This is an optimization exercise on Yosys and OpenROAD, whose aim is small area, not a production implementation.
Only simulation tests tie the RTL to the original design; equivalence was not proved.
Power figures rest on the tool's default switching activity, not on a simulated workload.

[design/flow/run.sh]
#!/bin/bash
# synth_recipe.tcl (not shown) runs the flow's synth.tcl, then flattens the netlist and writes it again
# the make line also repeats each setting of config.mk as NAME=value (left out here)
make -C /OpenROAD-flow-scripts/flow DESIGN_CONFIG=/design/flow/config.mk WORK_HOME=/design/flow/orfs CLKGATE_MAP_FILE= SYNTH_SCRIPT=/design/flow/synth_recipe.tcl finish
[design/flow/config.mk]
export PLATFORM = sky130hd
export DESIGN_NAME = mips_regfile_wr_decode
export DESIGN_NICKNAME = mips_regfile_wr_decode
export VERILOG_FILES = /design/flow/design.v
export SDC_FILE = /design/flow/constraint.sdc
export NUM_CORES = 4
export LEC_CHECK = 0
export CAP_MARGIN = 20
export CORE_MARGIN = 2
export CORE_UTILIZATION = 35
export SLEW_MARGIN = 20
[design/flow/constraint.sdc]
create_clock -name core_clock -period 8.0 [get_ports {clk}]
set_input_delay 1.6000 -clock core_clock [delete_from_list [all_inputs] [get_ports {clk}]]
set_output_delay 1.6000 -clock core_clock [all_outputs]
set_load 0.01 [all_outputs]
[design/flow/design.v]
`default_nettype none
module mips_regfile_wr_decode #(
   parameter int WIDTH  = 32,
   parameter int ADDR_W = 5
) (
   input  logic                   clk,
   input  logic                   rst_n,
   input  logic                   wr_en,
   input  logic [ADDR_W-1:0]      wr_addr,
   input  logic [WIDTH-1:0]       wr_data,
   input  logic [ADDR_W-1:0]      rd_addr1,
   input  logic [ADDR_W-1:0]      rd_addr2,
   output logic [WIDTH-1:0]       rd_data1,
   output logic [WIDTH-1:0]       rd_data2,
   input  logic                   claim_en,
   input  logic [ADDR_W-1:0]      claim_addr,
   output logic                   pend1,
   output logic                   pend2,
   output logic [(1<<ADDR_W)-1:0] wr_onehot
);
   localparam int DEPTH = 1 << ADDR_W;
   logic [WIDTH-1:0] r_regs [DEPTH];
   logic [DEPTH-1:0] r_pend;
   logic [DEPTH-1:0] r_wr_onehot;
   logic [DEPTH-1:0] w_dec;
   logic [DEPTH-1:0] w_claim;
   always_comb begin
      w_dec   = '0;
      w_claim = '0;
      if (wr_en)
         w_dec[wr_addr] = 1'b1;
      if (claim_en)
         w_claim[claim_addr] = 1'b1;
      w_dec[0]   = 1'b0;
      w_claim[0] = 1'b0;
   end
   always_ff @(posedge clk or negedge rst_n) begin
      if (!rst_n) begin
         for (int i = 0; i < DEPTH; i++)
            r_regs[i] <= '0;
      end else begin
         for (int i = 0; i < DEPTH; i++)
            if (w_dec[i])
               r_regs[i] <= wr_data;
      end
   end
   always_ff @(posedge clk or negedge rst_n) begin
      if (!rst_n) begin
         r_pend      <= '0;
         r_wr_onehot <= '0;
      end else begin
         r_pend      <= (r_pend & ~w_dec) | w_claim;
         r_wr_onehot <= w_dec;
      end
   end
   assign wr_onehot = r_wr_onehot;
   assign rd_data1 = r_regs[rd_addr1];
   assign rd_data2 = r_regs[rd_addr2];
   assign pend1    = r_pend[rd_addr1];
   assign pend2    = r_pend[rd_addr2];
endmodule
`default_nettype wire
==> results.sh, run 1 <==
export IMPL_rows=143
export IMPL_via_per_inst=7.01
export IMPL_cts_tree="done"
export IMPL_final_nets=4539
export IMPL_fmax_mhz=129
export IMPL_p_per_area_nw_per_um2=264
export IMPL_fin_area_sq_um=61300
export IMPL_yosysTopAreaCell="dfrtp_1"
export IMPL_slew_viol_final=0
export IMPL_initial_core_util_pct=35.2
export IMPL_slowest_stage="a2111oi_0"
export IMPL_yosysSeqAreaShare_pct=49.4
export IMPL_drv_cap=0
export IMPL_crit_arrival_ns=6.17
export IMPL_status="no timing/DRC/antenna violations"
export IMPL_synth_top_area_share_pct=49.4
export IMPL_swShare_pct=30.2
export IMPL_drive_gt1_share_pct=33.0
export IMPL_clock_skew_ns=0
export IMPL_post_route_period_util_pct=97.1
export IMPL_die_area_sq_um=156000
export IMPL_synth_distinct_cells=63
export IMPL_synthTopCellsByArea="dfrtp_1 49%, mux2_2 21%, a22oi_1 6.6%"
export IMPL_clkPwrFrac_pct=34.8
export IMPL_critical_path_required_ns=6.40
export IMPL_area_growth_pct=14.8
export IMPL_ctsResizeCount=0
export IMPL_power_leakage_uw=0.0273
export IMPL_synthesis_nets=4566
export IMPL_grt_use_total_pct=31.6
export IMPL_placed_cell_area_sq_um=57300
export IMPL_clockBufferDepth=3
export IMPL_h_tree_depth=3
export IMPL_yosys_warnings=2
export IMPL_dieWidth_um=394
export IMPL_antenna_found_initial=22
export IMPL_syn_area_sq_um=53400
export IMPL_power_frac_seq_pct=48.7
export IMPL_relSlewSlack_pct=13.9
export IMPL_crit_type="primary input to output port"
export IMPL_syn_inst=4504
export IMPL_clkSlewWorstSetupHoldPaths_ns=0.06
export IMPL_finalHoldViolCount=0
export IMPL_first_global_vias=44700
export IMPL_period_minus_slack_ns=7.77
export IMPL_p_int_uw=11300
export IMPL_startpoint_type="primary input"
export IMPL_cp_end_kind="output port"
export IMPL_wirelength_um=254000
export IMPL_vias=46400
export IMPL_clk_latency_ns=0.75
export IMPL_gp_congestion=0.965
export IMPL_p_sw_uw=4880
export IMPL_max_stage_delay_ns=0.97
export IMPL_grt_pass1_wl_um=352000
export IMPL_hp_class="flip-flop to flip-flop"
export IMPL_io_pins=154
export IMPL_ys_seq_elements=1054
export IMPL_setup_viol=0
export IMPL_place_ws_ns=0.691
export IMPL_worst_slack_ns=0.229
export IMPL_tns_ns=0
export IMPL_first_iter_violations=8201
export IMPL_clock_root_buffer="clkbuf_16"
export IMPL_post_cts_buffers=0
export IMPL_ys_async_sr_fraction_pct=100
export IMPL_synth_edf_count=0
export IMPL_crit_fanout=38
export IMPL_rsz0062_at_grt="false"
export IMPL_ctsHoldBuffers=0
export IMPL_cts_buffers=114
export IMPL_io_buffers=152
export IMPL_clock_sinks=1054
export IMPL_first_pass_iters=9
export IMPL_crit_top_cell="clkdlybuf4s50_1"
export IMPL_overflow=0
export IMPL_wl_per_cell_um=38.3
export IMPL_utilization_pct=40.4
export IMPL_die_h_um=394
export IMPL_pwr_share_comb_pct=16.5
export IMPL_design_core_area_sq_um=152000
export IMPL_peakVddDrop_mv=0.200
export IMPL_hpwlAfterDp_um=149000
export IMPL_drc_errors=0
export IMPL_synth_flop_cell="dfrtp_1"
export IMPL_path_cells="clkdlybuf4s50_1, and2_4, and2_2, a2111oi_0, nand3_1, or4_1, clkdlybuf4s50_1"
export IMPL_grt_max_degree=159
export IMPL_worst_slew_pin_slew_ns=1.29
export IMPL_postSynthAreaPerCell_sq_um=11.8
export IMPL_antenna_left=0
-- metrics by stage --
| stage | hold slack [ns] | instances | total power (uW) |
|---|---|---|---|
| 4_1_cts | 0.513 | 6601 | 16100 |
| 3_3_place_gp | 0.491 | 6388 | 10400 |
| 3_5_place_dp | 0.500 | 6389 | 10500 |
| 2_1_floorplan | 0.467 | 4504 | 9110 |
| 6_report | 0.516 | 6620 | 16200 |
| 5_1_grt | 0.531 | 6608 | 16700 |
-- sequential cells by signal, summed over array words and instances (netlist names) --
name,flops
r_wr_onehot,31
r_regs,992
r_pend,31
-- final timing paths --
path / slack (ns) / endpoint / depth (start not counted) / start
setup / recovery: 0.23 / rd_data2[27] / 7 / rd_addr2[0]
max in group asynchronous: 5.15 / r_regs[6][3] / 3 / rst_n
setup reg to reg: 7.07 / r_regs[18][8] / 1 / r_regs[18][8]
min in group asynchronous: 0.93 / r_regs[27][19] / 1 / rst_n
hold / removal: 0.52 / r_pend[1] / 1 / r_pend[1]
hold reg to reg: 0.52 / r_pend[1] / 1 / r_pend[1]
-- cell families after synthesis --
group	after synthesis	share of synthesized area, %
other	1	0.00703
flip-flops	1054	49.4
XOR/XNOR	5	0.0821
AND/OR/NAND/NOR	1061	11.6
adder cells (fa/ha/maj)	6	0.141
buffers and inverters	526	4.33
AO/OA/AOI/OAI	823	12.5
multiplexers	1028	22.0
-- final cells by class --
class	count	area, sq um
diodes	17	42.5
clock buffers	162	3330
clock inverters	50	599
fillers	14600	90500
inverters	25	93.8
multi-input cells	2924	25000
flip-flops and latches	1054	26400
well taps	2030	2540
repair buffers	358	3330
-- layer usage --
metal,global-route usage [%],part of all wire (%),up-vias
li1,-,-,17400
met1,40.0,37,23500
met2,44.4,41,4265
met3,11.6,14,1261
met4,21.8,8.2,16
met5,0.154,0.037,-
-- worst max-delay path: cells and delay by family --
kind,cells,cell delay (ns)
AOI/OAI and AO/OA,1,0.97
buffers and inverters,2,1.39
and+or+nand+nor,4,2.13
-- power by group through the flow --
stage | Clock [uW] | Combinational, uW | Sequential, uW
global route | 5860 | 2830 | 7980
floorplan | 0 | 1710 | 7400
global placement | 0 | 2550 | 7840
CTS | 5650 | 2630 | 7790
detailed placement | 0 | 2620 | 7870
finish | 5630 | 2670 | 7880
-- cells in the mapped netlist (all sizes together) (6+ instances only) --
master,number
a221oi,27
buf,195
nor2,32
mux2i,12
mux4,14
a2111oi,98
nor4,14
nand3,343
and3b,7
nor2b,11
or4,50
a22oi,470
o21ai,46
nor3,11
o2bb2ai,13
and2,54
or2,13
clkbuf,306
nand2,53
dfrtp,1054
ha,6
a32oi,84
mux2,1002
and3,313
nor3b,8
inv,25
a222oi,39
a22o,27
nand2b,7
nand4,143
-- cell usage in the layout (no fill, tap or decap), types with 13 or more instances in the layout --
master	n
buf_12	21
a222oi_1	39
and2_2	30
inv_1	25
a32oi_1	84
mux2_1	22
mux2_2	980
nand4_1	143
clkinv_2	23
clkbuf_1	21
nand2_1	53
a221oi_1	27
a2111oi_0	86
nor2_4	21
nor4_1	14
mux4_2	14
and3_1	311
buf_4	183
a22o_1	27
clkdlybuf4s50_1	141
dfrtp_1	1054
a22oi_1	470
o2bb2ai_1	13
clkbuf_16	116
diode_2	17
and2_1	19
nand3_1	342
clkbuf_8	25
o21ai_0	45
or4_1	50
==> run 2, diff against run 1 <==
==> design/flow/design.v (replaced) <==
`default_nettype none
module mips_regfile_wr_decode #(
   parameter int WIDTH  = 32,
   parameter int ADDR_W = 5
) (
   input  logic                   clk,
   input  logic                   rst_n,
   input  logic                   wr_en,
   input  logic [ADDR_W-1:0]      wr_addr,
   input  logic [WIDTH-1:0]       wr_data,
   input  logic [ADDR_W-1:0]      rd_addr1,
   input  logic [ADDR_W-1:0]      rd_addr2,
   output logic [WIDTH-1:0]       rd_data1,
   output logic [WIDTH-1:0]       rd_data2,
   input  logic                   claim_en,
   input  logic [ADDR_W-1:0]      claim_addr,
   output logic                   pend1,
   output logic                   pend2,
   output logic [(1<<ADDR_W)-1:0] wr_onehot
);
   localparam int DEPTH = 1 << ADDR_W;
   logic [WIDTH-1:0]  r_regs [1:DEPTH-1];
   logic [DEPTH-1:1]  r_valid;
   logic [DEPTH-1:1]  r_pend;
   logic [ADDR_W-1:0] r_wa;         
   logic [DEPTH-1:1]  w_dec;
   logic [DEPTH-1:1]  w_claim;
   logic [DEPTH-1:1]  s1, s2;       
   logic [DEPTH-1:1]  h1, h2;       
   always_comb begin
      for (int i = 1; i < DEPTH; i++) begin
         w_dec[i]   = wr_en    && (wr_addr    == ADDR_W'(i));
         w_claim[i] = claim_en && (claim_addr == ADDR_W'(i));
         h1[i]      = (rd_addr1 == ADDR_W'(i));
         h2[i]      = (rd_addr2 == ADDR_W'(i));
      end
      s1 = h1 & r_valid;
      s2 = h2 & r_valid;
   end
   for (genvar i = 1; i < DEPTH; i++) begin : g_reg
      always_ff @(posedge clk)
         if (w_dec[i])
            r_regs[i] <= wr_data;
   end
   always_ff @(posedge clk or negedge rst_n) begin
      if (!rst_n) begin
         r_valid <= '0;
         r_pend  <= '0;
         r_wa    <= '0;
      end else begin
         r_valid <= r_valid | w_dec;
         r_pend  <= (r_pend & ~w_dec) | w_claim;
         r_wa    <= (wr_en && wr_addr != '0) ? wr_addr : '0;
      end
   end
   always_comb begin
      for (int i = 0; i < DEPTH; i++)
         wr_onehot[i] = (i != 0) && (r_wa == ADDR_W'(i));
   end
   for (genvar b = 0; b < WIDTH; b++) begin : g_rd
      logic [10:0] n1, n2;
      for (genvar g = 0; g < 10; g++) begin : g_grp
         mips_regfile_aoi222 u1 (
            .a0(s1[3*g+1]), .b0(r_regs[3*g+1][b]),
            .a1(s1[3*g+2]), .b1(r_regs[3*g+2][b]),
            .a2(s1[3*g+3]), .b2(r_regs[3*g+3][b]),
            .y(n1[g]));
         mips_regfile_aoi222 u2 (
            .a0(s2[3*g+1]), .b0(r_regs[3*g+1][b]),
            .a1(s2[3*g+2]), .b1(r_regs[3*g+2][b]),
            .a2(s2[3*g+3]), .b2(r_regs[3*g+3][b]),
            .y(n2[g]));
      end
      assign n1[10] = ~(s1[31] & r_regs[31][b]);
      assign n2[10] = ~(s2[31] & r_regs[31][b]);
      assign rd_data1[b] = ~&n1;
      assign rd_data2[b] = ~&n2;
   end
   assign pend1 = |(h1 & r_pend);
   assign pend2 = |(h2 & r_pend);
endmodule
module mips_regfile_aoi222 (
   input  logic a0, b0, a1, b1, a2, b2,
   output logic y
);
   assign y = ~((a0 & b0) | (a1 & b1) | (a2 & b2));
endmodule
`default_nettype wire
--- a/design/flow/config.mk
+++ b/design/flow/config.mk
@@ -8,4 +8,5 @@
 export CAP_MARGIN = 20
 export CORE_MARGIN = 2
-export CORE_UTILIZATION = 35
+export CORE_UTILIZATION = 50
 export SLEW_MARGIN = 20
+export SYNTH_HIERARCHICAL = 1
==> run 2 against run 1 <==
Still clean. Worst setup slack better by 0.64 ns. Hold slack worse by 0.030 ns. Via count is 32% lower. Cell count is 40% lower. Flip-flop and latch count is 5 higher. Global-route usage is 5.2 points higher. Sequential power is about 20% lower. Total power is 24% lower. Area after synthesis is 21% lower. Combinational power is 69% lower.
==> results.sh, run 2 <==
export IMPL_status="no timing/DRC/antenna violations"
export IMPL_yosysSeqAreaShare_pct=74.5
export IMPL_final_nets=2777
export IMPL_first_global_vias=30600
export IMPL_overflow=0
export IMPL_postSynthAreaPerCell_sq_um=17.6
export IMPL_peakVddDrop_mv=0.189
export IMPL_die_h_um=295
export IMPL_area_growth_pct=17.5
export IMPL_ys_async_sr_fraction_pct=6.33
export IMPL_use_met1_pct=49.6
export IMPL_whs_path_depth=1
export IMPL_wirelength_um=162000
export IMPL_clk_latency_ns=0.67
export IMPL_slew_viol_final=0
export IMPL_final_cell_mix="992 x edfxtp_1, 640 x a222oi_1, 139 x clkdlybuf4s50_1, 132 x nand4_1, 109 x clkbuf_16"
export IMPL_post_route_period_util_pct=89.2
export IMPL_crit_start="rd_addr2[1]"
export IMPL_io_pins=154
export IMPL_synthesis_nets=2452
export IMPL_antenna_found_initial=3
export IMPL_critical_path_required_ns=6.40
export IMPL_clock_sinks=1059
export IMPL_ctsResizeCount=0
export IMPL_drive_gt1_share_pct=14.1
export IMPL_crit_arrival_ns=5.53
export IMPL_top_register="r_regs"
export IMPL_hpwlAfterDp_um=95900
export IMPL_clockBufferDepth=3
export IMPL_yosys_warnings=9
export IMPL_drv_cap=0
export IMPL_crit_fanout=17
export IMPL_r2r_end="r_valid[13]"
export IMPL_post_cts_buffers=0
export IMPL_grt_max_degree=68
export IMPL_yosysTopAreaCell="edfxtp_1"
export IMPL_antenna_left=0
export IMPL_endpoint="rd_data2[18]"
export IMPL_reg_top3="r_regs (992), r_pend (31), r_valid (31)"
export IMPL_hp_class="flip-flop to flip-flop"
export IMPL_io_buffers=152
export IMPL_wl_per_cell_um=41.2
export IMPL_clock_skew_ns=0
export IMPL_period_minus_slack_ns=7.13
export IMPL_vias=31700
export IMPL_rows=106
export IMPL_reg2reg_from="r_valid[13]"
export IMPL_drc_errors=0
export IMPL_ctsHoldBuffers=0
export IMPL_grt_use_total_pct=36.8
export IMPL_finalHoldViolCount=0
export IMPL_worst_slew_pin_slew_ns=1.21
export IMPL_clock_root_buffer="clkbuf_16"
export IMPL_use_met3_pct=11.1
export IMPL_syn_area_sq_um=42200
export IMPL_gp_congestion=0.922
export IMPL_cp_end_kind="output port"
export IMPL_synth_common_cells="992 x edfxtp_1, 640 x a222oi_1, 132 x nand4_1"
export IMPL_grt_busiest_layer="met2"
export IMPL_p_per_area_nw_per_um2=248
export IMPL_fin_area_sq_um=49600
export IMPL_startpoint_type="primary input"
export IMPL_worstRegToRegCells=1
export IMPL_syn_inst=2396
export IMPL_synth_most_common_cell="edfxtp_1"
export IMPL_fmax_mhz=140
export IMPL_clkSlewWorstSetupHoldPaths_ns=0.06
export IMPL_cts_buffers=106
export IMPL_die_area_sq_um=86800
export IMPL_via_per_inst=8.04
export IMPL_nFillCells=6186
export IMPL_rsz0062_at_grt="false"
export IMPL_cts_tree="done"
export IMPL_synthTopCellsByArea="edfxtp_1 71%, a222oi_1 15%, dfrtp_1 4.0%"
export IMPL_synth_top_area_share_pct=70.5
export IMPL_synth_distinct_cells=51
export IMPL_hold_slack_ns=0.487
export IMPL_stdcell_count=3947
export IMPL_ys_seq_elements=1059
export IMPL_synth_edf_count=992
export IMPL_setup_viol=0
export IMPL_crit_type="primary input to output port"
export IMPL_power_leakage_uw=0.0163
export IMPL_design_core_area_sq_um=83700
export IMPL_tns_ns=0
export IMPL_grt_pass1_wl_um=224000
export IMPL_final_common_cell="edfxtp_1"
export IMPL_synth_flop_cell="edfxtp_1"
export IMPL_first_pass_iters=12
export IMPL_placed_cell_area_sq_um=46100
export IMPL_first_iter_violations=8135
export IMPL_h_tree_depth=3
export IMPL_reg2reg_slack_ns=7.11
export IMPL_relSlewSlack_pct=19.4
export IMPL_grt_use_met2_pct=55.6
export IMPL_dp_cells=3747
export IMPL_initial_core_util_pct=50.5
export IMPL_dieWidth_um=295
export IMPL_largest_reg_flops=992
==> run 2: cell types whose count changed after synthesis, sizes merged, moves of 80 or more <==
cell | previous run | this run
a22oi | 470 | 2
a222oi | 39 | 640
dfrtp | 1054 | 67
nand3 | 343 | 16
a32oi | 84 | 4
clkbuf | 306 | 19
and3 | 313 | 67
edfxtp | 0 | 992
buf | 195 | 19
mux2 | 1002 | 7
a2111oi | 98 | 1
==> run 2: worst min-delay path by stage <==
stage                startpoint     endpoint  slack (ns)
detailed placement  r_valid[11]  r_valid[11]        0.46
floorplan           r_valid[10]  r_valid[10]        0.44
CTS                 r_valid[11]  r_valid[11]        0.48
global route        r_valid[11]  r_valid[11]        0.49
global placement    r_valid[28]  r_valid[28]        0.46
finish              r_valid[11]  r_valid[11]        0.49
==> run 2: power by group <==
part / internal, uW / leakage, uW / switching [uW] / total [uW]
clock network: 3010 / 0.00179 / 2160 / 5170
registers: 6200 / 0.00973 / 123 / 6320
logic: 330 / 0.00478 / 502 / 833
==> run 2: per-stage QoR <==
stage / setup WS [ns] / total power (uW) / util, %
6_report: 0.868 / 12300 / 59.3
5_1_grt: 0.825 / 12600 / 59.3
4_1_cts: 1.04 / 12300 / 59.4
3_5_place_dp: 1.05 / 7240 / 55.0
3_3_place_gp: 1.09 / 7230 / 55.0
2_1_floorplan: 2.91 / 6730 / -
==> run 2: logic make-up (layout without fill, tap and decap cells) <==
| group | after synthesis | count (layout) | share of synthesized area [%] |
|---|---|---|---|
| flops | 1059 | 1059 | 74.5 |
| compound gates | 789 | 789 | 18.2 |
| simple gates | 476 | 476 | 6.22 |
| buf+inv | 61 | 477 | 0.761 |
| mux | 10 | 10 | 0.258 |
| other cells | 1 | 2 | 0.00888 |
==> run 2: area by class of cell <==
class / instances / area (sq um) / share of cell area [%]
Timing Repair Buffer: 255 / 2380 / 4.80
Tap cell: 1134 / 1420 / 2.86
Multi-Input combinational cell: 1276 / 10600 / 21.4
Inverter: 23 / 87.6 / 0.177
Clock buffer: 130 / 2840 / 5.72
Sequential cell: 1059 / 31500 / 63.4
Clock inverter: 69 / 788 / 1.59
Antenna cell: 1 / 2.50 / 0.00504
==> run 2: modules after synthesis, one instance, submodules excluded <==
module	flip-flops and latches	area, sq um	cells inside	copies in the design
mips_regfile_aoi222	0	10.0	1	640
mips_regfile_wr_decode	1059	35800	1756	1
==> run 2: metal layers <==
| metal | wire [um] | share of wire (%) |
|---|---|---|
| met5 | 41 | 0.025 |
| met4 | 7310 | 4.5 |
| met3 | 24300 | 15 |
| met2 | 72400 | 45 |
| met1 | 58400 | 36 |
==> run 2: worst max-delay path: stages <==
cell             delay, ns
clkdlybuf4s50_1       0.79
nor3b_1               0.85
and3_2                0.88
buf_12                0.29
a222oi_1              0.14
nand4_1               0.29
a2111o_1              0.14
clkdlybuf4s50_1       0.53
==> run 3, diff against run 2 <==
==> design/flow/flow/run.sh (new file) <==
#!/bin/bash
# Own layout flow: the standard flow (standard.sh, unchanged synthesis,
# floorplan, power grid, placement, routing), with two settings changed:
#  * the port buffers are the smallest buffer cell (buf_1);
#  * clock tree synthesis uses clkbuf_4/clkbuf_8 with larger sink clusters
#    and no dummy loads.
# Each tool's full output goes to the ORFS logs under orfs/logs; the make
# output of each step goes to a log file in this folder.
set -euo pipefail
export BUFFER_PORTS_ARGS="-buffer_cell sky130_fd_sc_hd__buf_1"
export CTS_ARGS="-sink_clustering_enable -repair_clock_nets -dont_use_dummy_load -buf_list {sky130_fd_sc_hd__clkbuf_4 sky130_fd_sc_hd__clkbuf_8} -sink_clustering_size 18 -sink_clustering_max_diameter 60"
bash standard.sh finish > flow_make.log 2>&1
==> design/flow/standard.sh (new file) <==
#!/bin/bash
# synth_recipe.tcl (not shown) runs the flow's synth.tcl, then flattens the netlist and writes it again
# the make line also repeats each setting of config.mk as NAME=value (left out here)
make -C /OpenROAD-flow-scripts/flow DESIGN_CONFIG=/design/flow/config.mk WORK_HOME=/design/flow/orfs CLKGATE_MAP_FILE= SYNTH_SCRIPT=/design/flow/synth_recipe.tcl "${@:-finish}"
--- a/design/flow/config.mk
+++ b/design/flow/config.mk
@@ -8,5 +8,5 @@
 export CAP_MARGIN = 20
 export CORE_MARGIN = 2
-export CORE_UTILIZATION = 50
+export CORE_UTILIZATION = 60
 export SLEW_MARGIN = 20
 export SYNTH_HIERARCHICAL = 1
removed: design/flow/run.sh
==> run 3 against run 2 <==
First-iteration DRC count up 12%. Final area down 8.6%. Register-to-register slack better by 0.03 ns. Critical path depth up 1. Clock skew unchanged. Area after synthesis unchanged. Utilization up 5.6 points. Sequential power about the same. Cell count down 9.6%. Critical path type unchanged.
==> results.sh, run 3 <==
export IMPL_endpoint="rd_data1[9]"
export IMPL_slew_viol_final=0
export IMPL_gp_congestion=0.930
export IMPL_clkSlewWorstSetupHoldPaths_ns=0.07
export IMPL_yosys_warnings=9
export IMPL_rows=97
export IMPL_stdcell_count=3569
export IMPL_critical_path_required_ns=6.40
export IMPL_final_nets=2686
export IMPL_ys_async_sr_fraction_pct=6.33
export IMPL_rsz0062_at_grt="false"
export IMPL_yosysSeqAreaShare_pct=74.5
export IMPL_initial_core_util_pct=60.4
export IMPL_fmax_mhz=153
export IMPL_crit_fanout=26
export IMPL_reg_top3="r_regs (992), r_pend (31), r_valid (31)"
export IMPL_synth_common_cells="992 x edfxtp_1, 640 x a222oi_1, 132 x nand4_1"
export IMPL_grt_use_total_pct=41.5
export IMPL_relSlewSlack_pct=13.4
export IMPL_drc_errors=0
export IMPL_cp_end_kind="output port"
export IMPL_postSynthAreaPerCell_sq_um=17.6
export IMPL_worstRegToRegCells=1
export IMPL_clk_latency_ns=0.70
export IMPL_ctsHoldBuffers=0
export IMPL_area_growth_pct=7.44
export IMPL_overflow=0
export IMPL_dieWidth_um=269
export IMPL_top_register="r_regs"
export IMPL_largest_reg_flops=992
export IMPL_clockBufferDepth=3
export IMPL_antenna_found_initial=2
export IMPL_final_cell_mix="992 x edfxtp_1, 640 x a222oi_1, 132 x nand4_1, 125 x buf_1, 92 x nand2_1"
export IMPL_startpoint_type="primary input"
export IMPL_antenna_left=0
export IMPL_syn_inst=2396
export IMPL_p_per_area_nw_per_um2=209
export IMPL_dp_cells=3493
export IMPL_hpwlAfterDp_um=82400
export IMPL_syn_area_sq_um=42200
export IMPL_synth_flop_cell="edfxtp_1"
export IMPL_cts_buffers=74
export IMPL_die_h_um=269
export IMPL_nFillCells=4923
export IMPL_first_pass_iters=14
export IMPL_synthesis_nets=2452
export IMPL_tns_ns=0
export IMPL_setup_viol=0
export IMPL_grt_max_degree=68
export IMPL_clock_skew_ns=0
export IMPL_reg2reg_slack_ns=7.14
export IMPL_grt_pass1_wl_um=214000
export IMPL_drive_gt1_share_pct=10.0
export IMPL_power_leakage_uw=0.0144
export IMPL_peakVddDrop_mv=0.160
export IMPL_synth_edf_count=992
export IMPL_io_pins=154
export IMPL_crit_arrival_ns=4.93
export IMPL_final_common_cell="edfxtp_1"
export IMPL_synth_distinct_cells=51
export IMPL_clock_sinks=1059
export IMPL_reg2reg_from="r_valid[23]"
export IMPL_via_per_inst=8.82
export IMPL_first_global_vias=30700
export IMPL_wirelength_um=154000
export IMPL_period_minus_slack_ns=6.53
export IMPL_clock_root_buffer="clkbuf_8"
export IMPL_drv_cap=0
export IMPL_worst_slew_pin_slew_ns=1.30
export IMPL_vias=31500
export IMPL_ys_seq_elements=1059
export IMPL_io_buffers=152
export IMPL_synth_top_area_share_pct=70.5
export IMPL_wl_per_cell_um=43.3
export IMPL_synthTopCellsByArea="edfxtp_1 71%, a222oi_1 15%, dfrtp_1 4.0%"
export IMPL_r2r_end="r_valid[23]"
export IMPL_crit_type="primary input to output port"
export IMPL_die_area_sq_um=72500
export IMPL_h_tree_depth=3
export IMPL_finalHoldViolCount=0
export IMPL_first_iter_violations=9083
export IMPL_post_cts_buffers=0
export IMPL_crit_start="rd_addr1[4]"
export IMPL_synth_most_common_cell="edfxtp_1"
export IMPL_cts_tree="done"
export IMPL_design_core_area_sq_um=69900
export IMPL_status="no timing/DRC/antenna violations"
export IMPL_post_route_period_util_pct=81.6
export IMPL_yosysTopAreaCell="edfxtp_1"
export IMPL_hp_class="flip-flop to flip-flop"
export IMPL_ctsResizeCount=0
==> run 3: cell families after synthesis <==
logic type,count (synthesis),share of synthesized area [%]
and+or+nand+nor,476,6.22
buffers and inverters,61,0.761
DFF,1059,74.5
other,1,0.00888
muxes,10,0.258
AOI/OAI and AO/OA,789,18.2
==> run 3: layout make-up <==
cell class	count	area [sq um]	area share, %
multi-input combinational	1276	10700	23.5
tap	940	1180	2.59
sequential	1059	31500	69.3
clock buffer	74	1020	2.24
antenna	1	2.50	0.00552
timing repair buffer	196	951	2.10
inverter	23	91.3	0.201
==> run 3: where the power goes <==
| group | internal [uW] | switching [uW] |
|---|---|---|
| logic | 229 | 489 |
| registers | 6190 | 112 |
| clock network | 835 | 1640 |
| total | 7250 | 2240 |
==> run 3: through the flow <==
| stage | setup slack (ns) | area, sq um | utilization [%] | hold slack, ns | total power, uW |
|---|---|---|---|---|---|
| 6_report | 1.47 | 45400 | 64.9 | 0.487 | 9490 |
| 5_1_grt | 1.44 | 45400 | 64.9 | 0.513 | 9720 |
| 4_1_cts | 1.64 | 45300 | 64.8 | 0.482 | 9440 |
| 3_3_place_gp | 1.67 | 44300 | 63.3 | 0.455 | 7090 |
| 3_5_place_dp | 1.64 | 44300 | 63.3 | 0.463 | 7100 |
| 2_1_floorplan | 2.91 | 42200 | - | 0.440 | 6730 |
==> run 3: worst min-delay path by stage <==
stage                             end  slack [ns]  cells past startpoint         from
after floorplan           r_valid[10]        0.44                      1  r_valid[10]
after global placement    r_valid[18]        0.45                      1  r_valid[18]
after detailed placement  r_valid[17]        0.46                      1  r_valid[17]
after CTS                 r_valid[17]        0.48                      1  r_valid[17]
after global routing      r_valid[18]        0.51                      1  r_valid[18]
final                     r_valid[17]        0.49                      1  r_valid[17]
==> run 3: critical path, cell delays in order <==
cell	delay [ns]
buf_1	0.57
inv_1	0.27
and3_1	0.31
and3_2	0.60
buf_4	0.36
a222oi_1	0.39
nand2_1	0.22
a2111o_1	0.45
buf_1	0.14
==> run 3: per-layer routing <==
metal,track usage [%],wire length [um],vias up
met3,13.8,26400,654
met2,62.4,68000,3376
met5,0,50,-
li1,-,-,11900
met1,53.9,50600,15500
met4,22.7,9310,4
==> run 3: Yosys stat by module (local to each module, per instance) <==
module	cells	times used	area (sq um)	flops+latches
mips_regfile_aoi222	1	640	10.0	0
mips_regfile_wr_decode	1756	1	35800	1059
==> run 4, diff against run 3 <==
--- a/design/flow/design.v
+++ b/design/flow/design.v
@@ -38,8 +38,16 @@
       s2 = h2 & r_valid;
    end
+   logic [DEPTH-1:1] w_hold;
+   assign w_hold = ~w_dec;
    for (genvar i = 1; i < DEPTH; i++) begin : g_reg
+      logic [WIDTH-1:0] d;
+      for (genvar b = 0; b < WIDTH; b++) begin : g_bit
+         mips_regfile_ao22 u_nx (
+            .a1(r_regs[i][b]), .a2(w_hold[i]),
+            .b1(wr_data[b]),   .b2(w_dec[i]),
+            .y(d[b]));
+      end
       always_ff @(posedge clk)
-         if (w_dec[i])
-            r_regs[i] <= wr_data;
+         r_regs[i] <= d;
    end
    always_ff @(posedge clk or negedge rst_n) begin
@@ -80,4 +88,10 @@
    assign pend2 = |(h2 & r_pend);
 endmodule
+module mips_regfile_ao22 (
+   input  logic a1, a2, b1, b2,
+   output logic y
+);
+   assign y = (a1 & a2) | (b1 & b2);
+endmodule
 module mips_regfile_aoi222 (
    input  logic a0, b0, a1, b1, a2, b2,
==> run 4 against run 3 <==
Still clean. Fmax shrank 4.9%. Non-clock buffer count grew 114. Die area shrank 2.7%. Count of clock-buffer cells in the layout shrank 1. Worst setup slack lost 0.33 ns. Sequential share of layout area shrank 21 points. Flip-flop and latch count is the same. Cell count grew 30%. Clock power grew 2%. First-iteration DRC count grew 10%.
==> results.sh, run 4 <==
export IMPL_syn_inst=3409
export IMPL_slowest_stage="and3_1"
export IMPL_whs_endpoint="r_valid[19]"
export IMPL_first_pass_iters=14
export IMPL_ctsResizeCount=0
export IMPL_synthTopCellsByArea="dfxtp_1 48%, a22o_1 21%, a222oi_1 16%"
export IMPL_final_cell_mix="1002 x a22o_1, 992 x dfxtp_1, 640 x a222oi_1, 158 x buf_4, 151 x buf_1"
export IMPL_overflow=0
export IMPL_dp_cells=4553
export IMPL_setup_viol=0
export IMPL_antenna_found_initial=8
export IMPL_synth_flop_cell="dfxtp_1"
export IMPL_synthSimpleGateAreaFrac_pct=6.54
export IMPL_p_int_uw=8190
export IMPL_cts_tree="done"
export IMPL_worst_slack_ns=1.14
export IMPL_clock_sinks=1059
export IMPL_grt_pass1_wl_um=258000
export IMPL_peakVddDrop_mv=0.188
export IMPL_via_per_inst=8.93
export IMPL_dieWidth_um=266
export IMPL_utilization_pct=66.2
export IMPL_synth_compound_area_share_pct=39.7
export IMPL_final_common_cell="a22o_1"
export IMPL_rsz0062_at_grt="false"
export IMPL_crit_fanout=19
export IMPL_finalHoldViolCount=0
export IMPL_cts_buffers=73
export IMPL_reg2reg_from="r_pend[28]"
export IMPL_worstRegToRegCells=1
export IMPL_slew_viol_final=0
export IMPL_path_cells="buf_1, nor2b_1, and3_1, buf_4, a222oi_1, nand4_1, a2111o_1, buf_1"
export IMPL_synth_xor_area_share_pct=0
export IMPL_tns_ns=0
export IMPL_design_core_area_sq_um=67500
export IMPL_drc_errors=0
export IMPL_crit_type="primary input to output port"
export IMPL_worstHoldStart="r_valid[19]"
export IMPL_hpwlAfterDp_um=107000
export IMPL_rows=95
export IMPL_whs_path_depth=1
export IMPL_initial_core_util_pct=60.8
export IMPL_swShare_pct=29.1
export IMPL_synth_distinct_cells=52
export IMPL_synth_area_mux_share_pct=0.308
export IMPL_synthesis_nets=3465
export IMPL_status="no timing/DRC/antenna violations"
export IMPL_grt_max_degree=68
export IMPL_hp_class="flip-flop to flip-flop"
export IMPL_crit_top_cell="buf_1"
export IMPL_yosys_warnings=9
export IMPL_synth_adder_area_share_pct=0
export IMPL_post_route_period_util_pct=85.8
export IMPL_critical_path_required_ns=6.40
export IMPL_synth_common_cells="1002 x a22o_1, 992 x dfxtp_1, 640 x a222oi_1"
export IMPL_syn_area_sq_um=41100
export IMPL_fin_area_sq_um=44700
export IMPL_stdcell_count=4630
export IMPL_fmax_mhz=146
export IMPL_clkPwrFrac_pct=21.7
export IMPL_placed_cell_area_sq_um=43700
export IMPL_startpoint_type="primary input"
export IMPL_max_stage_delay_ns=0.97
export IMPL_crit_arrival_ns=5.26
export IMPL_area_growth_pct=8.89
export IMPL_io_pins=154
export IMPL_die_area_sq_um=70600
export IMPL_antenna_left=0
export IMPL_wirelength_um=179000
export IMPL_period_minus_slack_ns=6.86
export IMPL_top_register="r_regs"
export IMPL_synth_top_area_share_pct=48.3
export IMPL_relSlewSlack_pct=23.7
export IMPL_die_h_um=266
export IMPL_ys_async_sr_fraction_pct=6.33
export IMPL_drv_cap=0
export IMPL_io_buffers=152
export IMPL_final_nets=3811
export IMPL_power_frac_seq_pct=62.4
export IMPL_worst_slew_pin_slew_ns=1.14
export IMPL_ys_seq_elements=1059
export IMPL_grt_use_total_pct=48.4
export IMPL_p_per_area_nw_per_um2=258
export IMPL_synth_edf_count=0
export IMPL_place_ws_ns=1.46
export IMPL_vias=41400
export IMPL_cp_end_kind="output port"
export IMPL_power_leakage_uw=0.0176
export IMPL_pwr_share_comb_pct=15.9
export IMPL_wl_per_cell_um=38.7
export IMPL_p_sw_uw=3370
export IMPL_largest_reg_flops=992
export IMPL_r2r_end="r_pend[28]"
export IMPL_reg_top3="r_regs (992), r_pend (31), r_valid (31)"
export IMPL_synth_most_common_cell="a22o_1"
export IMPL_first_global_vias=39800
export IMPL_synth_top_family_by_area="compound AO/OA/AOI/OAI gates"
export IMPL_yosysSeqAreaShare_pct=52.4
export IMPL_gp_congestion=1.00
export IMPL_clockBufferDepth=3
export IMPL_drive_gt1_share_pct=6.98
export IMPL_h_tree_depth=3
export IMPL_yosysTopAreaCell="dfxtp_1"
export IMPL_clock_skew_ns=0
export IMPL_clk_latency_ns=0.65
export IMPL_reg2reg_slack_ns=7.16
export IMPL_post_cts_buffers=0
export IMPL_first_iter_violations=10000
export IMPL_postSynthAreaPerCell_sq_um=12.0
export IMPL_clock_root_buffer="clkbuf_8"
export IMPL_ctsHoldBuffers=0
export IMPL_clkSlewWorstSetupHoldPaths_ns=0.06
run 4: changes by cell type in the layout (fill, tap and decap cells not counted), sizes merged, moves of 11 or more:
cell,previous run,this run
dfxtp,0,992
edfxtp,992,0
a22o,11,1002
buf,173,310
nand2,92,126
clkbuf,97,73
inv,19,36
o21ai,35,18
nand2b,28,39
run 4: Yosys stat by module, one instance, submodules excluded:
module,area (sq um),copies in the design,flops+latches
mips_regfile_aoi222,10.0,640,0
mips_regfile_wr_decode,26000,1,1059
mips_regfile_ao22,8.76,992,0
run 4: layout make-up:
| class | instances | area [sq um] |
|---|---|---|
| Antenna cell | 4 | 10.0 |
| Timing Repair Buffer | 310 | 1760 |
| Fill cell | 5254 | 22800 |
| Inverter | 39 | 146 |
| Sequential cell | 1059 | 21500 |
| Tap cell | 873 | 1090 |
| Clock buffer | 73 | 1000 |
| Multi-Input combinational cell | 2272 | 19200 |
run 4: critical path, delay by kind of cell:
kind	cells	cell delay, ns
simple gates	3	1.94
compound gates	2	0.42
buf+inv	3	1.26
run 4: per-layer routing:
metal | track usage, % | vias to the layer above | part of all wire (%)
li1 | - | 16200 | -
met1 | 61.1 | 19800 | 34
met2 | 69.9 | 4206 | 41
met3 | 19.4 | 1101 | 18
met4 | 28.6 | 8 | 7.3
met5 | 0 | - | 0.027
run 4: kinds of logic after synthesis:
| kind of cell | count (synthesis) |
|---|---|
| compound gates | 1763 |
| buf+inv | 78 |
| flops | 1059 |
| mux | 12 |
| other cells | 1 |
| simple gates | 496 |
run 4: how the worst max path moves through the flow:
stage / startpoint / to / slack, ns / depth (start not counted)
6_report: rd_addr1[3] / rd_data1[13] / 1.14 / 8
5_1_grt: rd_addr1[3] / rd_data1[0] / 1.20 / 8
4_1_cts: rd_addr1[3] / rd_data1[17] / 1.45 / 9
3_5_place_dp: rd_addr1[3] / rd_data1[30] / 1.46 / 8
3_3_place_gp: rd_addr1[0] / rd_data1[26] / 1.51 / 8
2_1_floorplan: rd_addr2[4] / rd_data2[0] / 2.86 / 8
run 4: power groups by stage:
stage          Sequential [uW]  Combinational [uW]  Clock, uW
6_report                  7220                1840       2510
5_1_grt                   7320                1920       2680
4_1_cts                   7160                1770       2480
3_5_place_dp              7270                1770          0
3_3_place_gp              7180                1700          0
2_1_floorplan             7010                1280          0
run 4: stage by stage:
step	total power, uW	hold WS (ns)
3_3_place_gp	8880	0.459
4_1_cts	11400	0.484
2_1_floorplan	8290	0.439
5_1_grt	11900	0.514
6_report	11600	0.487
3_5_place_dp	9040	0.466
==> run 5, diff against run 4 <==
--- a/design/flow/design.v
+++ b/design/flow/design.v
@@ -28,16 +28,37 @@
    logic [DEPTH-1:1]  s1, s2;       
    logic [DEPTH-1:1]  h1, h2;       
-   always_comb begin
-      for (int i = 1; i < DEPTH; i++) begin
-         w_dec[i]   = wr_en    && (wr_addr    == ADDR_W'(i));
-         w_claim[i] = claim_en && (claim_addr == ADDR_W'(i));
-         h1[i]      = (rd_addr1 == ADDR_W'(i));
-         h2[i]      = (rd_addr2 == ADDR_W'(i));
-      end
-      s1 = h1 & r_valid;
-      s2 = h2 & r_valid;
+   logic [3:0] wlo, wlo_n, clo_n, r1lo_n, r2lo_n, olo_n;
+   logic [7:0] whi, whi_n, chi_n, r1hi_n, r2hi_n, ohi_n;
+   for (genvar j = 0; j < 4; j++) begin : g_lo
+      assign wlo[j]    =  (wr_addr[1:0]    == 2'(j));
+      assign wlo_n[j]  = ~(wr_addr[1:0]    == 2'(j));
+      assign clo_n[j]  = ~(claim_addr[1:0] == 2'(j));
+      assign r1lo_n[j] = ~(rd_addr1[1:0]   == 2'(j));
+      assign r2lo_n[j] = ~(rd_addr2[1:0]   == 2'(j));
+      assign olo_n[j]  = ~(r_wa[1:0]       == 2'(j));
    end
-   logic [DEPTH-1:1] w_hold;
-   assign w_hold = ~w_dec;
+   for (genvar j = 0; j < 8; j++) begin : g_hi
+      assign whi[j]    =  (wr_en    && (wr_addr[4:2]    == 3'(j)));
+      assign whi_n[j]  = ~(wr_en    && (wr_addr[4:2]    == 3'(j)));
+      assign chi_n[j]  = ~(claim_en && (claim_addr[4:2] == 3'(j)));
+      assign r1hi_n[j] = ~(rd_addr1[4:2] == 3'(j));
+      assign r2hi_n[j] = ~(rd_addr2[4:2] == 3'(j));
+      assign ohi_n[j]  = ~(r_wa[4:2]     == 3'(j));
+   end
+   logic [DEPTH-1:1] w_hold;        
+   logic [DEPTH-1:1] v_next, p_next;
+   for (genvar i = 1; i < DEPTH; i++) begin : g_line
+      mips_regfile_and2  u_wd (.a(wlo[i%4]),    .b(whi[i/4]),    .y(w_dec[i]));
+      mips_regfile_or2   u_wh (.a(wlo_n[i%4]),  .b(whi_n[i/4]),  .y(w_hold[i]));
+      mips_regfile_nor2  u_cl (.a(clo_n[i%4]),  .b(chi_n[i/4]),  .y(w_claim[i]));
+      mips_regfile_nor2  u_h1 (.a(r1lo_n[i%4]), .b(r1hi_n[i/4]), .y(h1[i]));
+      mips_regfile_nor2  u_h2 (.a(r2lo_n[i%4]), .b(r2hi_n[i/4]), .y(h2[i]));
+      mips_regfile_and2  u_s1 (.a(h1[i]), .b(r_valid[i]), .y(s1[i]));
+      mips_regfile_and2  u_s2 (.a(h2[i]), .b(r_valid[i]), .y(s2[i]));
+      mips_regfile_nor2  u_oh (.a(olo_n[i%4]),  .b(ohi_n[i/4]),  .y(wr_onehot[i]));
+      mips_regfile_or2   u_vn (.a(r_valid[i]), .b(w_dec[i]), .y(v_next[i]));
+      mips_regfile_ao21  u_pn (.a1(r_pend[i]), .a2(w_hold[i]), .b(w_claim[i]), .y(p_next[i]));
+   end
+   assign wr_onehot[0] = 1'b0;
    for (genvar i = 1; i < DEPTH; i++) begin : g_reg
       logic [WIDTH-1:0] d;
@@ -57,12 +78,8 @@
          r_wa    <= '0;
       end else begin
-         r_valid <= r_valid | w_dec;
-         r_pend  <= (r_pend & ~w_dec) | w_claim;
+         r_valid <= v_next;
+         r_pend  <= p_next;
          r_wa    <= (wr_en && wr_addr != '0) ? wr_addr : '0;
       end
-   end
-   always_comb begin
-      for (int i = 0; i < DEPTH; i++)
-         wr_onehot[i] = (i != 0) && (r_wa == ADDR_W'(i));
    end
    for (genvar b = 0; b < WIDTH; b++) begin : g_rd
@@ -85,6 +102,36 @@
       assign rd_data2[b] = ~&n2;
    end
-   assign pend1 = |(h1 & r_pend);
-   assign pend2 = |(h2 & r_pend);
+   logic [10:0] q1, q2;
+   for (genvar g = 0; g < 10; g++) begin : g_pgrp
+      mips_regfile_aoi222 u1 (
+         .a0(h1[3*g+1]), .b0(r_pend[3*g+1]),
+         .a1(h1[3*g+2]), .b1(r_pend[3*g+2]),
+         .a2(h1[3*g+3]), .b2(r_pend[3*g+3]),
+         .y(q1[g]));
+      mips_regfile_aoi222 u2 (
+         .a0(h2[3*g+1]), .b0(r_pend[3*g+1]),
+         .a1(h2[3*g+2]), .b1(r_pend[3*g+2]),
+         .a2(h2[3*g+3]), .b2(r_pend[3*g+3]),
+         .y(q2[g]));
+   end
+   assign q1[10] = ~(h1[31] & r_pend[31]);
+   assign q2[10] = ~(h2[31] & r_pend[31]);
+   assign pend1 = ~&q1;
+   assign pend2 = ~&q2;
+endmodule
+module mips_regfile_nor2 (input logic a, b, output logic y);
+   assign y = ~(a | b);
+endmodule
+module mips_regfile_nand2 (input logic a, b, output logic y);
+   assign y = ~(a & b);
+endmodule
+module mips_regfile_and2 (input logic a, b, output logic y);
+   assign y = a & b;
+endmodule
+module mips_regfile_or2 (input logic a, b, output logic y);
+   assign y = a | b;
+endmodule
+module mips_regfile_ao21 (input logic a1, a2, b, output logic y);
+   assign y = (a1 & a2) | b;
 endmodule
 module mips_regfile_ao22 (
--- a/design/flow/flow/run.sh
+++ b/design/flow/flow/run.sh
@@ -9,4 +9,4 @@
 set -euo pipefail
 export BUFFER_PORTS_ARGS="-buffer_cell sky130_fd_sc_hd__buf_1"
-export CTS_ARGS="-sink_clustering_enable -repair_clock_nets -dont_use_dummy_load -buf_list {sky130_fd_sc_hd__clkbuf_4 sky130_fd_sc_hd__clkbuf_8} -sink_clustering_size 18 -sink_clustering_max_diameter 60"
+export CTS_ARGS="-sink_clustering_enable -repair_clock_nets -dont_use_dummy_load -buf_list {sky130_fd_sc_hd__clkbuf_4 sky130_fd_sc_hd__clkbuf_8} -sink_clustering_size 16 -sink_clustering_max_diameter 60"
 bash standard.sh finish > flow_make.log 2>&1
==> run 5 against run 4 <==
Area after synthesis down 0.43%. Synthesized cell count down 0.59%. Critical path depth up 1. Hold slack worse by 0.0072 ns. Global-route usage up 3.7 points. Final area down 0.30%. Clock power up 4%. Non-clock buffer count down 33. Wire length up 7.0%. Sequential share of layout area up 0.15 points. Clock skew unchanged. Largest cell class unchanged.
==> results.sh, run 5 <==
export IMPL_yosysTopAreaCell="dfxtp_1"
export IMPL_clockBufferDepth=3
export IMPL_ys_async_sr_fraction_pct=6.33
export IMPL_whs_path_depth=1
export IMPL_drc_errors=0
export IMPL_post_cts_buffers=0
export IMPL_wirelength_um=192000
export IMPL_grt_use_total_pct=52.1
export IMPL_clkPwrFrac_pct=22.5
export IMPL_dp_cells=4528
export IMPL_slew_viol_final=0
export IMPL_crit_type="primary input to output port"
export IMPL_final_nets=3793
export IMPL_clk_latency_ns=0.71
export IMPL_worst_slack_ns=1.24
export IMPL_gp_congestion=0.984
export IMPL_reg2reg_slack_ns=7.23
export IMPL_ys_seq_elements=1059
export IMPL_status="no timing/DRC/antenna violations"
export IMPL_postSynthAreaPerCell_sq_um=12.1
export IMPL_post_route_period_util_pct=84.4
export IMPL_wl_per_cell_um=41.5
export IMPL_yosys_warnings=9
export IMPL_r2r_end="r_valid[17]"
export IMPL_worstRegToRegCells=1
export IMPL_nFillCells=5217
export IMPL_synthesis_nets=3445
export IMPL_cts_buffers=79
export IMPL_grt_pass1_wl_um=272000
export IMPL_synth_common_cells="992 x a22o_1, 992 x dfxtp_1, 660 x a222oi_1"
export IMPL_rsz0062_at_grt="false"
export IMPL_grt_max_degree=68
export IMPL_pwr_share_comb_pct=15.5
export IMPL_drv_cap=0
export IMPL_swShare_pct=29.1
export IMPL_worstHoldStart="r_valid[18]"
export IMPL_initial_core_util_pct=60.8
export IMPL_dieWidth_um=265
export IMPL_antenna_left=0
export IMPL_p_per_area_nw_per_um2=260
export IMPL_setup_viol=0
export IMPL_power_frac_seq_pct=62.0
export IMPL_rows=95
export IMPL_clock_sinks=1059
export IMPL_design_core_area_sq_um=67300
export IMPL_endpoint="rd_data1[3]"
export IMPL_critical_path_required_ns=6.40
export IMPL_antenna_found_initial=9
export IMPL_io_buffers=152
export IMPL_synth_distinct_cells=24
export IMPL_clock_skew_ns=0
export IMPL_syn_area_sq_um=40900
export IMPL_first_pass_iters=13
export IMPL_clkSlewWorstSetupHoldPaths_ns=0.09
export IMPL_ctsHoldBuffers=0
export IMPL_power_leakage_uw=0.0172
export IMPL_io_pins=154
export IMPL_tns_ns=0
export IMPL_cp_end_kind="output port"
export IMPL_first_iter_violations=11200
export IMPL_relSlewSlack_pct=14.8
export IMPL_via_per_inst=9.13
export IMPL_ctsResizeCount=0
export IMPL_largest_reg_flops=992
export IMPL_synthTopCellsByArea="dfxtp_1 49%, a22o_1 21%, a222oi_1 16%"
export IMPL_synth_edf_count=0
export IMPL_worst_slew_pin_slew_ns=1.28
export IMPL_crit_start="rd_addr1[4]"
export IMPL_drive_gt1_share_pct=6.83
export IMPL_reg_top3="r_regs (992), r_pend (31), r_valid (31)"
export IMPL_h_tree_depth=3
export IMPL_finalHoldViolCount=0
export IMPL_synth_flop_cell="dfxtp_1"
export IMPL_cts_tree="done"
export IMPL_crit_arrival_ns=5.16
export IMPL_hpwlAfterDp_um=107000
export IMPL_reg2reg_from="r_valid[17]"
export IMPL_hp_class="flip-flop to flip-flop"
export IMPL_yosysSeqAreaShare_pct=52.7
export IMPL_synth_top_area_share_pct=48.6
export IMPL_p_sw_uw=3370
export IMPL_clock_root_buffer="clkbuf_8"
export IMPL_overflow=0
export IMPL_period_minus_slack_ns=6.76
export IMPL_place_ws_ns=1.82
export IMPL_p_int_uw=8240
export IMPL_peakVddDrop_mv=0.183
export IMPL_crit_fanout=22
export IMPL_die_h_um=265
export IMPL_final_cell_mix="992 x a22o_1, 992 x dfxtp_1, 660 x a222oi_1, 146 x buf_1, 135 x nor2_1"
export IMPL_area_growth_pct=9.03
export IMPL_syn_inst=3389
export IMPL_stdcell_count=4612
export IMPL_fin_area_sq_um=44600
export IMPL_placed_cell_area_sq_um=43500
export IMPL_fmax_mhz=148
export IMPL_top_register="r_regs"
export IMPL_first_global_vias=41000
export IMPL_startpoint_type="primary input"
export IMPL_vias=42100
export IMPL_die_area_sq_um=70300
-- run 5: power by group through the flow --
| stage | sequential, uW | combinational [uW] | clock (uW) |
|---|---|---|---|
| floorplan | 7010 | 1240 | 0 |
| global placement | 7150 | 1660 | 0 |
| detailed placement | 7250 | 1730 | 0 |
| CTS | 7130 | 1730 | 2560 |
| global route | 7290 | 1880 | 2740 |
| finish | 7190 | 1810 | 2610 |
-- run 5: cell families after synthesis --
group,count (synthesis),synth area share (%)
AO/OA/AOI/OAI,1749,39.8
buffers and inverters,16,0.229
flip-flops,1059,52.7
other,1,0.00917
AND/OR/NAND/NOR,564,7.32
-- run 5: cell type report --
cell class                      instances  area [sq um]  area share [%]
Tap cell                              873          1090            2.45
Antenna cell                            4          10.0          0.0224
Clock buffer                           79          1090            2.44
Inverter                                6          22.5          0.0505
Sequential cell                      1059         21500            48.3
Timing Repair Buffer                  277          1530            3.43
Multi-Input combinational cell       2314         19300            43.3
-- run 5: through the flow --
| stage | util, % | hold WS [ns] | power [uW] |
|---|---|---|---|
| 6_report | 66.3 | 0.480 | 11600 |
| 5_1_grt | 66.3 | 0.498 | 11900 |
| 4_1_cts | 66.2 | 0.482 | 11400 |
| 2_1_floorplan | - | 0.437 | 8250 |
| 3_3_place_gp | 64.6 | 0.451 | 8810 |
| 3_5_place_dp | 64.6 | 0.459 | 8970 |
-- run 5: modules after synthesis, one instance, submodules excluded --
module,copies in the design,area (sq um),cells
mips_regfile_and2,93,6.26,1
mips_regfile_wr_decode,1,23900,1427
mips_regfile_nor2,124,3.75,1
mips_regfile_ao22,992,8.76,1
mips_regfile_or2,62,6.26,1
mips_regfile_ao21,31,7.51,1
mips_regfile_aoi222,660,10.0,1
-- run 5: critical path, stage by stage --
cell	delay [ns]
buf_1	0.22
or3b_2	0.53
nor2_1	0.29
and2_1	0.89
buf_4	0.52
a222oi_1	0.20
nand4_1	0.53
a2111o_1	0.19
buf_1	0.17
-- run 5: how the worst min path moves through the flow --
stage                        endpoint  slack (ns)
after global routing      r_valid[14]        0.50
after floorplan           r_valid[10]        0.44
after global placement    r_valid[15]        0.45
after detailed placement   r_valid[3]        0.46
after CTS                 r_valid[18]        0.48
final                     r_valid[18]        0.48
-- run 5: per-layer routing --
| layer | up-vias | part of all wire (%) | global-route usage [%] |
|---|---|---|---|
| met5 | - | 0.086 | 0.208 |
| met4 | 14 | 9.5 | 38.0 |
| met3 | 1349 | 19 | 24.7 |
| met2 | 4571 | 39 | 73.2 |
| met1 | 20100 | 32 | 62.2 |
| li1 | 16100 | - | - |
==> run 6, diff against run 5 <==
==> design/flow/flow/run.sh (replaced) <==
#!/bin/bash
# Own layout flow: the standard flow (standard.sh: the standard synthesis,
# floorplan, power grid, placement, CTS, routing), with these changes:
#  * the port buffers are the smallest buffer cell (buf_1);
#  * before global placement, upsize.tcl raises the drive strength of the
#    drivers of high-fanout nets (decoded register lines) to size 2, so
#    repair_design needs fewer buffers;
#  * clock tree synthesis uses clkbuf_4/clkbuf_8 with larger sink clusters
#    and no dummy loads.
# Each tool's full output goes to the ORFS logs under orfs/logs; make's own
# output goes to flow_make.log in this folder.
set -euo pipefail
export BUFFER_PORTS_ARGS="-buffer_cell sky130_fd_sc_hd__buf_1"
export PRE_GLOBAL_PLACE_TCL="$PWD/flow/upsize.tcl"
export UP_SIZE=2
export UP_MIN_FANOUT=16
export CTS_ARGS="-sink_clustering_enable -repair_clock_nets -dont_use_dummy_load -buf_list {sky130_fd_sc_hd__clkbuf_4 sky130_fd_sc_hd__clkbuf_8} -sink_clustering_size 16 -sink_clustering_max_diameter 60"
bash standard.sh finish > flow_make.log 2>&1
==> design/flow/flow/upsize.tcl (new file) <==
# Upsize the drivers of high-fanout signal nets before global placement,
# so that repair_design needs fewer buffers. Drive strength only; the
# function and the cell family stay the same.
set up_min_fanout [expr {[info exists ::env(UP_MIN_FANOUT)] ? $::env(UP_MIN_FANOUT) : 16}]
set up_size [expr {[info exists ::env(UP_SIZE)] ? $::env(UP_SIZE) : 4}]
set n_up 0
foreach net [[ord::get_db_block] getNets] {
  if {[$net getSigType] ne "SIGNAL"} continue
  set its [$net getITerms]
  if {[llength $its] < $up_min_fanout + 1} continue
  foreach it $its {
    if {[$it isOutputSignal]} {
      set inst [$it getInst]
      set m [[$inst getMaster] getName]
      if {[regexp {^(sky130_fd_sc_hd__[a-z0-9]+)_(\d+)$} $m -> base sz]} {
        if {[string match "*df*" $base]} continue
        set target "${base}_$up_size"
        if {$sz < $up_size && [[ord::get_db] findMaster $target] ne "NULL"} {
          replace_cell [$inst getName] $target
          incr n_up
        }
      }
    }
  }
}
puts "upsize: replaced $n_up drivers of nets with fanout >= $up_min_fanout by size $up_size"
==> run 6 against run 5 <==
Still clean. Total power is 0.36% higher. Wire length rose by 1.7%. Flip-flop and latch count is the same. Hold slack worse by 0.0029 ns. Sequential share of layout area is 0.49 points higher. Die area is the same. Clock power barely moved. Cell count shrank 1.4%. Clock skew is the same. Global-route usage up 0.44 points. Area after synthesis stayed put. Via count grew 0.38%. Largest power group unchanged. Highest routed layer unchanged.
==> results.sh, run 6 <==
export IMPL_nFillCells=5255
export IMPL_period_minus_slack_ns=6.56
export IMPL_reg2reg_slack_ns=7.23
export IMPL_grt_use_total_pct=52.6
export IMPL_synthSimpleGateAreaFrac_pct=7.32
export IMPL_synth_common_cells="992 x a22o_1, 992 x dfxtp_1, 660 x a222oi_1"
export IMPL_grt_pass1_wl_um=273000
export IMPL_crit_top_cell="buf_1"
export IMPL_area_growth_pct=7.92
export IMPL_hp_class="flip-flop to flip-flop"
export IMPL_clockBufferDepth=3
export IMPL_setup_viol=0
export IMPL_clock_skew_ns=0
export IMPL_wl_per_cell_um=42.9
export IMPL_gp_congestion=1.01
export IMPL_antenna_found_initial=17
export IMPL_crit_arrival_ns=4.96
export IMPL_rsz0062_at_grt="false"
export IMPL_path_cells="buf_1, nand2b_1, nor2_1, and2_2, a222oi_1, nand4_1, a2111o_1, buf_1"
export IMPL_dp_cells=4455
export IMPL_power_uw=11700
export IMPL_synthesis_nets=3445
export IMPL_h_tree_depth=3
export IMPL_hpwlAfterDp_um=104000
export IMPL_overflow=0
export IMPL_first_iter_violations=12400
export IMPL_hold_slack_ns=0.477
export IMPL_peakVddDrop_mv=0.192
export IMPL_first_global_vias=40800
export IMPL_ctsHoldBuffers=0
export IMPL_drc_errors=0
export IMPL_clock_root_buffer="clkbuf_8"
export IMPL_yosysSeqAreaShare_pct=52.7
export IMPL_power_leakage_uw=0.0169
export IMPL_critical_path_required_ns=6.40
export IMPL_post_route_period_util_pct=82.0
export IMPL_p_per_area_nw_per_um2=264
export IMPL_initial_core_util_pct=60.8
export IMPL_ys_seq_elements=1059
export IMPL_clkSlewWorstSetupHoldPaths_ns=0.07
export IMPL_synth_flop_cell="dfxtp_1"
export IMPL_top_register="r_regs"
export IMPL_fmax_mhz=153
export IMPL_synth_top_family_by_area="compound AO/OA/AOI/OAI gates"
export IMPL_synth_area_mux_share_pct=0
export IMPL_clk_latency_ns=0.71
export IMPL_clock_sinks=1059
export IMPL_r2r_end="r_valid[21]"
export IMPL_max_stage_delay_ns=0.67
export IMPL_slowest_stage="a2111o_1"
export IMPL_tns_ns=0
export IMPL_synth_compound_area_share_pct=39.8
export IMPL_synth_adder_area_share_pct=0
export IMPL_rows=95
export IMPL_first_pass_iters=16
export IMPL_whs_endpoint="r_valid[3]"
export IMPL_ctsResizeCount=0
export IMPL_post_cts_buffers=0
export IMPL_largest_reg_flops=992
export IMPL_vias=42300
export IMPL_finalHoldViolCount=0
export IMPL_postSynthAreaPerCell_sq_um=12.1
export IMPL_slew_viol_final=0
export IMPL_stdcell_count=4546
export IMPL_dieWidth_um=265
export IMPL_synth_edf_count=0
export IMPL_drv_cap=0
export IMPL_syn_inst=3389
export IMPL_cp_end_kind="output port"
export IMPL_io_pins=154
export IMPL_drive_gt1_share_pct=7.40
export IMPL_startpoint_type="primary input"
export IMPL_design_core_area_sq_um=67300
export IMPL_synth_xor_area_share_pct=0
export IMPL_status="no timing/DRC/antenna violations"
export IMPL_crit_fanout=32
export IMPL_synth_distinct_cells=24
export IMPL_final_nets=3720
export IMPL_synthTopCellsByArea="dfxtp_1 49%, a22o_1 21%, a222oi_1 16%"
export IMPL_crit_type="primary input to output port"
export IMPL_cts_tree="done"
export IMPL_relSlewSlack_pct=11.8
export IMPL_worstRegToRegCells=1
export IMPL_antenna_left=0
export IMPL_reg_top3="r_regs (992), r_pend (31), r_valid (31)"
export IMPL_worstHoldStart="r_valid[3]"
export IMPL_syn_area_sq_um=40900
export IMPL_whs_path_depth=1
export IMPL_die_h_um=265
export IMPL_via_per_inst=9.30
export IMPL_synth_top_area_share_pct=48.6
export IMPL_cts_buffers=79
export IMPL_grt_max_degree=68
export IMPL_yosysTopAreaCell="dfxtp_1"
export IMPL_yosys_warnings=9
export IMPL_io_buffers=152
export IMPL_worst_slew_pin_slew_ns=1.32
export IMPL_ys_async_sr_fraction_pct=6.33
export IMPL_reg2reg_from="r_valid[21]"
export IMPL_wirelength_um=195000
export IMPL_die_area_sq_um=70300
export IMPL_final_cell_mix="992 x a22o_1, 992 x dfxtp_1, 660 x a222oi_1, 146 x buf_1, 135 x nor2_1"
==> run 6: layout make-up <==
cell class	instances	area (sq um)	area share [%]
Sequential cell	1059	21500	48.8
Antenna cell	11	27.5	0.0624
Inverter	6	22.5	0.0510
Tap cell	873	1090	2.47
Timing Repair Buffer	204	981	2.22
Clock buffer	79	1090	2.46
Multi-Input combinational cell	2314	19400	43.9
==> run 6: cell families (layout without fill, tap and decap cells) <==
logic type             after synthesis  after routing
flip-flops                        1059           1059
AND/OR/NAND/NOR                    564            564
other                                1             12
AO/OA/AOI/OAI                     1749           1749
buffers and inverters               16            289
==> run 6: worst max-delay path by stage <==
stage / slack [ns] / startpoint / endpoint
floorplan: 3.07 / rd_addr1[2] / rd_data1[0]
global placement: 1.98 / rd_addr1[2] / rd_data1[21]
detailed placement: 1.95 / rd_addr1[0] / rd_data1[19]
CTS: 1.94 / rd_addr1[0] / rd_data1[19]
global route: 1.55 / rd_addr2[1] / rd_data2[21]
finish: 1.44 / rd_addr2[1] / rd_data2[21]
==> run 6: stage by stage <==
step / area, sq um / worst slack, ns / utilization, %
2_1_floorplan: 40900 / 3.07 / -
3_3_place_gp: 43000 / 1.98 / 63.9
3_5_place_dp: 43000 / 1.95 / 63.9
4_1_cts: 44100 / 1.94 / 65.5
5_1_grt: 44100 / 1.55 / 65.6
6_report: 44100 / 1.44 / 65.6
==> run 6: report_power, final <==
group / internal, uW / leakage [uW] / switching [uW] / total (uW)
logic: 1010 / 0.00726 / 819 / 1830
clock network: 889 / 0.000568 / 1730 / 2620
registers: 6330 / 0.00905 / 869 / 7200
total: 8230 / 0.0169 / 3420 / 11700
==> run 6: metal layers <==
metal  GRT usage [%]  routed length [um]
met1            63.1               64000
met2            72.2               76800
met3            26.5               36700
met4            36.6               16600
met5            6.65                 799
==> run 6: per-module statistics from Yosys, one instance, submodules excluded, a selection <==
| module | cells inside | area (sq um) | flops+latches |
|---|---|---|---|
| mips_regfile_wr_decode | 1427 | 23900 | 1059 |
| mips_regfile_aoi222 | 1 | 10.0 | 0 |
| mips_regfile_ao22 | 1 | 8.76 | 0 |
| mips_regfile_ao21 | 1 | 7.51 | 0 |
| mips_regfile_or2 | 1 | 6.26 | 0 |
| mips_regfile_nor2 | 1 | 3.75 | 0 |
==> run 6: worst max-delay path: cells and delay by family <==
family / cells / cell delay [ns]
buffers and inverters: 2 / 0.33
AOI/OAI and AO/OA: 2 / 1.21
and+or+nand+nor: 4 / 1.79

-- static timing again, ports no longer ideal --
Ports are ideal in the flow. The routed layouts listed here were re-timed in OpenROAD. Step 1 assumes that a clkbuf_16 drives the clock port and a buf_2 every other input. Step 2 moves the port delays by t, midway between the first and last clock arrival at a register: inputs arrive t later, outputs are due t later. That takes back most of the time a late clock gives input paths. Three values: ideal, step 1, step 2; two values: the first two.
run	shift t [ns]	setup WS [ns]	hold WS [ns]
run 1	0.835	0.229 / 0.146 / 0.146	0.516 / 0.516 / 0.516
run 2	0.744	0.868 / 0.845 / 0.845	0.487 / 0.487 / 0.487
run 3	0.764	1.470 / 1.441 / 1.441	0.487 / 0.487 / 0.487
run 4	0.755	1.137 / 1.109 / 1.109	0.487 / 0.487 / 0.487
run 5	0.785	1.245 / 1.217 / 1.217	0.480 / 0.480 / 0.480
run 6	0.778	1.443 / 1.415 / 1.415	0.477 / 0.477 / 0.477
After both steps every run listed still meets setup and hold. For run 1, which loses most, drivers alone change the setup slack by -0.083 ns; drivers and shift together by -0.083 ns.
